Background: an optimization exercise with open tools, aiming at small area and a short achievable clock period. Do not read the settings as production practice.
At most, simulation tests tie the RTL to the original design; equivalence was not proved.
Power figures rest on the tool's default switching activity, not on a simulated workload.

## spi_mem_slave
module spi_mem_slave #(
  parameter int         ADDR_W    = 8,
  parameter logic [7:0] ID_BYTE   = 8'hA5,
  parameter             INIT_FILE = ""
) (
  input  logic       clk,
  input  logic       resetn,
  input  logic       spi_sck,
  input  logic       spi_cs,
  input  logic       spi_mosi,
  output logic       spi_miso,
  output logic       busy,
  output logic [7:0] last_cmd,
  output logic       xfer_done
);
  localparam logic [7:0] c_CMD_READ  = 8'h03;
  localparam logic [7:0] c_CMD_WRITE = 8'h02;
  localparam logic [7:0] c_CMD_ID    = 8'h9F;
  typedef enum logic [2:0] {
    S_IDLE   = 3'd0,
    S_CMD    = 3'd1,
    S_ADDR   = 3'd2,
    S_RD     = 3'd3,
    S_WR     = 3'd4,
    S_ID     = 3'd5,
    S_IGNORE = 3'd6
  } state_t;
  state_t r_state;
  state_t w_state_nxt;
  logic              r_sck_m, r_sck_s, r_sck_d;
  logic              r_cs_m, r_cs_s;
  logic              r_busy;        
  logic              r_mosi_m, r_mosi_s;
  logic [2:0]        r_bit_cnt;
  logic [6:0]        r_rx_sr;
  logic [6:0]        r_tx_sr;
  logic              r_miso;
  logic              r_load_pend;
  logic [7:0]        r_addr;
  logic [7:0]        r_last_cmd;
  logic              r_xfer_done;
  logic [7:0]        r_rd_data;
  logic       w_rise, w_fall, w_active, w_byte_done, w_mem_we;
  logic [7:0] w_rx_byte, w_tx_src;
  assign w_rise      = r_sck_s & ~r_sck_d;
  assign w_fall      = ~r_sck_s & r_sck_d;
  assign w_active    = ~r_cs_s & (r_state != S_IDLE);
  assign w_byte_done = w_active & w_rise & (r_bit_cnt == 3'd7);
  assign w_rx_byte   = {r_rx_sr, r_mosi_s};
  assign w_mem_we    = w_byte_done & (r_state == S_WR);
  assign w_tx_src    = (r_state == S_ID) ? ID_BYTE : r_rd_data;
  assign spi_miso  = r_miso;
  assign busy      = r_busy;
  assign last_cmd  = r_last_cmd;
  assign xfer_done = r_xfer_done;
  ...
Size: roughly 3100 cells after synthesis, roughly 16 I/O pins, ~0.052 mm² of cells after synthesis.
export LEC_CHECK = 0
export CAP_MARGIN = 20
export CORE_MARGIN = 2
export CORE_UTILIZATION = 50
export CTS_CLUSTER_DIAMETER = 100
export CTS_CLUSTER_SIZE = 32
export SETUP_SLACK_MARGIN = 3.5
export SLEW_MARGIN = 20
create_clock -name core_clock -period 5.5 [get_ports {clk}]
run.sh (not shown) runs the stock make flow with config.mk's settings and CLKGATE_MAP_FILE= SYNTH_SCRIPT=/design/flow/synth_recipe.tcl, a recipe that flattens the netlist after the stock synthesis.
The baseline produced a clean layout.
Then changed:
Settings changed: CORE_UTILIZATION 50 to 80, CTS_CLUSTER_DIAMETER 100 to 80, CTS_CLUSTER_SIZE 32 to 24, SETUP_SLACK_MARGIN 3.5 to 3.2.
=> Clock-buffer cell count climbs by 19. Clock power rose by 19%. Worst setup slack loses 0.22 ns. Worst hold slack barely changes.
Then changed:
Settings changed: CORE_UTILIZATION 80 to 70, SETUP_SLACK_MARGIN 3.2 to 3.5.
Result: The changed run ran to the end with no violations; die area is higher by 14%; via count is lower by 15%; sequential cell count is unchanged; clock-buffer cell count is higher by 2; power is lower by 2.7%; maximum frequency is higher by 11%; sequential share of layout area is lower by 0.81 points; routed wire length is lower by 35%.
Then changed:
Settings changed: CORE_UTILIZATION 70 to 50, CTS_CLUSTER_DIAMETER 80 to not set, CTS_CLUSTER_SIZE 24 to not set.
What happened:
- The new run completed without violations
- routed wire length increases by 1.0%
- global-route usage decreases by 5.7 points
- sequential share of layout area decreases by 6.0 points
- register-to-register slack got worse by 0.05 ns
- final area increases by 8.1%
- synthesized cell count does not change
- count of clock-buffer cells in the layout increases by 172
- worst setup slack got worse by 0.082 ns
- utilization decreases by 17 points

========
JK:
Another version of the RTL of spi_mem_slave (not shown whole).
Size: roughly 3,100 cells after synthesis, roughly 53,000 um^2 of cells after synthesis.
clock: 5.5 ns
lec_check: 0
cap_margin: 20
core_margin: 2
core_utilization: 65
cts_cluster_diameter: 70
cts_cluster_size: 30
setup_slack_margin: 3.5
slew_margin: 20
JK went all the way through synthesis, placement and routing and the layout is clean on timing, DRC and antenna.
The following lists how MS was set up differently from JK:
Settings: a change of CORE_UTILIZATION from 65 to 70; a change of CTS_CLUSTER_SIZE from 30 to 24; a change of CTS_CLUSTER_DIAMETER from 70 to 80.
Findings:
MS against JK: largest stage delay on the critical path went down 0.02 ns, maximum achievable frequency went down 5.1 MHz, global-route wire length before repair went up 5.3%.
The estimated power of MS ends up higher than the estimate for JK.
MS vs JK — clock-buffer cell count climbed by more than 10%
MS ends up with a area growth from synthesis to final layout that is 0.36 points higher than in JK.
The core of MS is more densely filled than that of JK.
No run of this note included a check of the RTL's function; only the layout flow was run.

========
the baseline:
spi_mem_slave with an RTL version that a note above also has.
For scale: about 3100 cells after synthesis, roughly 2300 flip-flops, ~16 I/O pins.
clock: 5.5 ns
lec_check: 0
cap_margin: 20
core_margin: 2
core_utilization: 70
setup_slack_margin: 3.5
slew_margin: 20
Looking at the reports, the baseline completed the entire flow and the layout it produced met the timing, DRC and antenna checks.
The inputs of the candidate differ from those of the baseline as listed below.
- CTS_CLUSTER_DIAMETER newly set to 100
- CTS_CLUSTER_SIZE newly set to 32
The baseline → the candidate: met2 global-route usage saw a decrease, antenna diode count went up 2, post-layout minimum cycle time went down by 0.054 ns, power lost 6300 uW.
Summary of the candidate over the baseline: fraction of met1 tracks used by global routing down 1.5 points, summed area of non-filler cells in the final layout down about 7%, sequential share of layout area up 5.7 points.
The share of the clock period used by the worst path after layout of the candidate falls short of that of the baseline by 0.98 points.

========
Another version of the RTL of spi_mem_slave (not shown whole).
Size in the first run: ~3,100 cells after synthesis.
==> flow/design.v (excerpt) <==
module spi_mem_slave #(
  parameter int         ADDR_W    = 8,
  parameter logic [7:0] ID_BYTE   = 8'hA5,
  parameter             INIT_FILE = ""
) (
  input  logic       clk,
  input  logic       resetn,
  input  logic       spi_sck,
  input  logic       spi_cs,
  input  logic       spi_mosi,
  output logic       spi_miso,
  output logic       busy,
  output logic [7:0] last_cmd,
  output logic       xfer_done
);
  localparam logic [7:0] c_CMD_READ  = 8'h03;
  localparam logic [7:0] c_CMD_WRITE = 8'h02;
  localparam logic [7:0] c_CMD_ID    = 8'h9F;
  typedef enum logic [2:0] {
    S_IDLE   = 3'd0,
    S_CMD    = 3'd1,
    S_ADDR   = 3'd2,
    S_RD     = 3'd3,
    S_WR     = 3'd4,
    S_ID     = 3'd5,
    S_IGNORE = 3'd6
  } state_t;
  state_t r_state;
  state_t w_state_nxt;
  logic              r_sck_m, r_sck_s, r_sck_d;
  logic              r_cs_m, r_cs_s;
  logic              r_busy;        
  logic              r_mosi_m, r_mosi_s;
  logic [2:0]        r_bit_cnt;
  logic [6:0]        r_rx_sr;
  logic [6:0]        r_tx_sr;
  logic              r_miso;
  logic              r_load_pend;
  logic [7:0]        r_addr;
  logic [7:0]        r_last_cmd;
  logic              r_xfer_done;
  logic [7:0]        r_rd_data;
  logic       w_rise, w_fall, w_active, w_byte_done, w_mem_we;
  logic [7:0] w_rx_byte, w_tx_src;
  assign w_rise      = r_sck_s & ~r_sck_d;
  assign w_fall      = ~r_sck_s & r_sck_d;
  assign w_active    = ~r_cs_s & (r_state != S_IDLE);
  assign w_byte_done = w_active & w_rise & (r_bit_cnt == 3'd7);
  assign w_rx_byte   = {r_rx_sr, r_mosi_s};
  assign w_mem_we    = w_byte_done & (r_state == S_WR);
  assign w_tx_src    = (r_state == S_ID) ? ID_BYTE : r_rd_data;
  assign spi_miso  = r_miso;
  ...
export LEC_CHECK = 0
export CAP_MARGIN = 20
export CORE_MARGIN = 2
export CORE_UTILIZATION = 70
export CTS_BUF_LIST = sky130_fd_sc_hd__clkbuf_8 sky130_fd_sc_hd__clkbuf_16
export CTS_CLUSTER_DIAMETER = 80
export CTS_CLUSTER_SIZE = 24
export SETUP_SLACK_MARGIN = 3.5
export SLEW_MARGIN = 20
create_clock -name core_clock -period 5.5 [get_ports {clk}]
The baseline produced a clean layout.
Change:
- CTS_BUF_LIST: sky130_fd_sc_hd__clkbuf_8 sky130_fd_sc_hd__clkbuf_16 -> default
- SETUP_SLACK_MARGIN: 3.5 -> 5.0
The changed run went through all stages and came out clean.
Final area came out higher by a little under a tenth.
Hold slack loses 94 ps.
Via count came out higher by roughly a tenth.
Global-route usage came out higher by 5.3 points.
Clock skew came out higher by 8.2 ps.
Area after synthesis does not change.
Routed wire length came out higher by a quarter to a third.
Total power came out higher slightly.
Change:
- SETUP_SLACK_MARGIN: 5.0 -> 3.35
After rerunning: Hold slack gets better by 88 ps. Design area goes down by 9.1%. Sequential share of layout area goes up by 7.3 points. Sequential cell count stays the same. Setup slack gets better by 19 ps. Clock skew goes down by 9.6 ps. Routed wire length goes down by 30%.
Change:
- SETUP_SLACK_MARGIN: 3.35 -> 3.5
After rerunning:
- clock skew increases by 5.3 ps
- synthesized area stays the same
- count of clock-buffer cells in the layout increases by 2
- setup slack gains 7.2 ps
Change:
- CTS_CLUSTER_DIAMETER: 80 -> 90
- CTS_CLUSTER_SIZE: 24 -> 28
Via count stays flat.
Routed wire length barely changes.
Power came out lower by 1.9%.
Cell count shrinks by 0.43%.
Cell area goes down by 0.48%.
Core utilization went down by 0.38 points.
Fmax went up by 0.64%.
Worst setup slack gains 15 ps.
Global-route usage fell by 0.13 points.
Die area is unchanged.

## what the ideal ports hide
No port has a modelled driver above. Below, the same layouts with a new extraction and two added sets of constraints. Step 1 sets driving cells, clkbuf_16 on the clock port and buf_2 on the other inputs (assumed; they add their load-dependent delay and slew). Step 2 also shifts input and output timing later by t, the mid clock arrival at the registers, as if the neighbouring blocks saw the same clock. Slacks: ideal / step 1 / step 2; pairs: ideal / step 1.
run	t (ns)	setup WS [ns]	hold slack, ns	clock arrival spread, ns	pins driven straight from the clock port
the first run of note 1	0.746	3.058 / 2.993 / 3.429	0.312 / 0.312 / 0.312	0.035 / 0.035	1
the second run of note 1	0.776	2.835 / 2.835 / 2.835	0.310 / 0.310 / 0.310	0.033 / 0.033	1
the third run of note 1	0.744	3.092 / 3.023 / 3.431	0.325 / 0.325 / 0.325	0.026 / 0.026	1
the fourth run of note 1	0.818	3.010 / 2.944 / 3.379	0.303 / 0.303 / 0.303	0.034 / 0.034	1
JK	0.706	3.125 / 3.057 / 3.439	0.316 / 0.316 / 0.316	0.031 / 0.030	1
MS	0.732	3.096 / 3.027 / 3.384	0.314 / 0.314 / 0.314	0.024 / 0.024	1
the baseline	0.812	3.057 / 2.986 / 3.394	0.307 / 0.307 / 0.307	0.044 / 0.044	1
the candidate	0.724	3.111 / 3.045 / 3.395	0.310 / 0.310 / 0.310	0.040 / 0.040	1
the first run of note 4	0.738	3.092 / 3.025 / 3.352	0.325 / 0.325 / 0.325	0.026 / 0.026	1
the second run of note 4	0.754	3.069 / 2.998 / 3.272	0.231 / 0.225 / 0.320	0.037 / 0.037	1
the third run of note 4	0.732	3.088 / 3.023 / 3.283	0.319 / 0.319 / 0.319	0.025 / 0.025	1
the fourth run of note 4	0.738	3.095 / 3.028 / 3.292	0.325 / 0.325 / 0.325	0.029 / 0.029	1
the fifth run of note 4	0.731	3.110 / 3.043 / 3.401	0.321 / 0.321 / 0.321	0.029 / 0.028	1
After both steps every run listed still meets setup and hold.
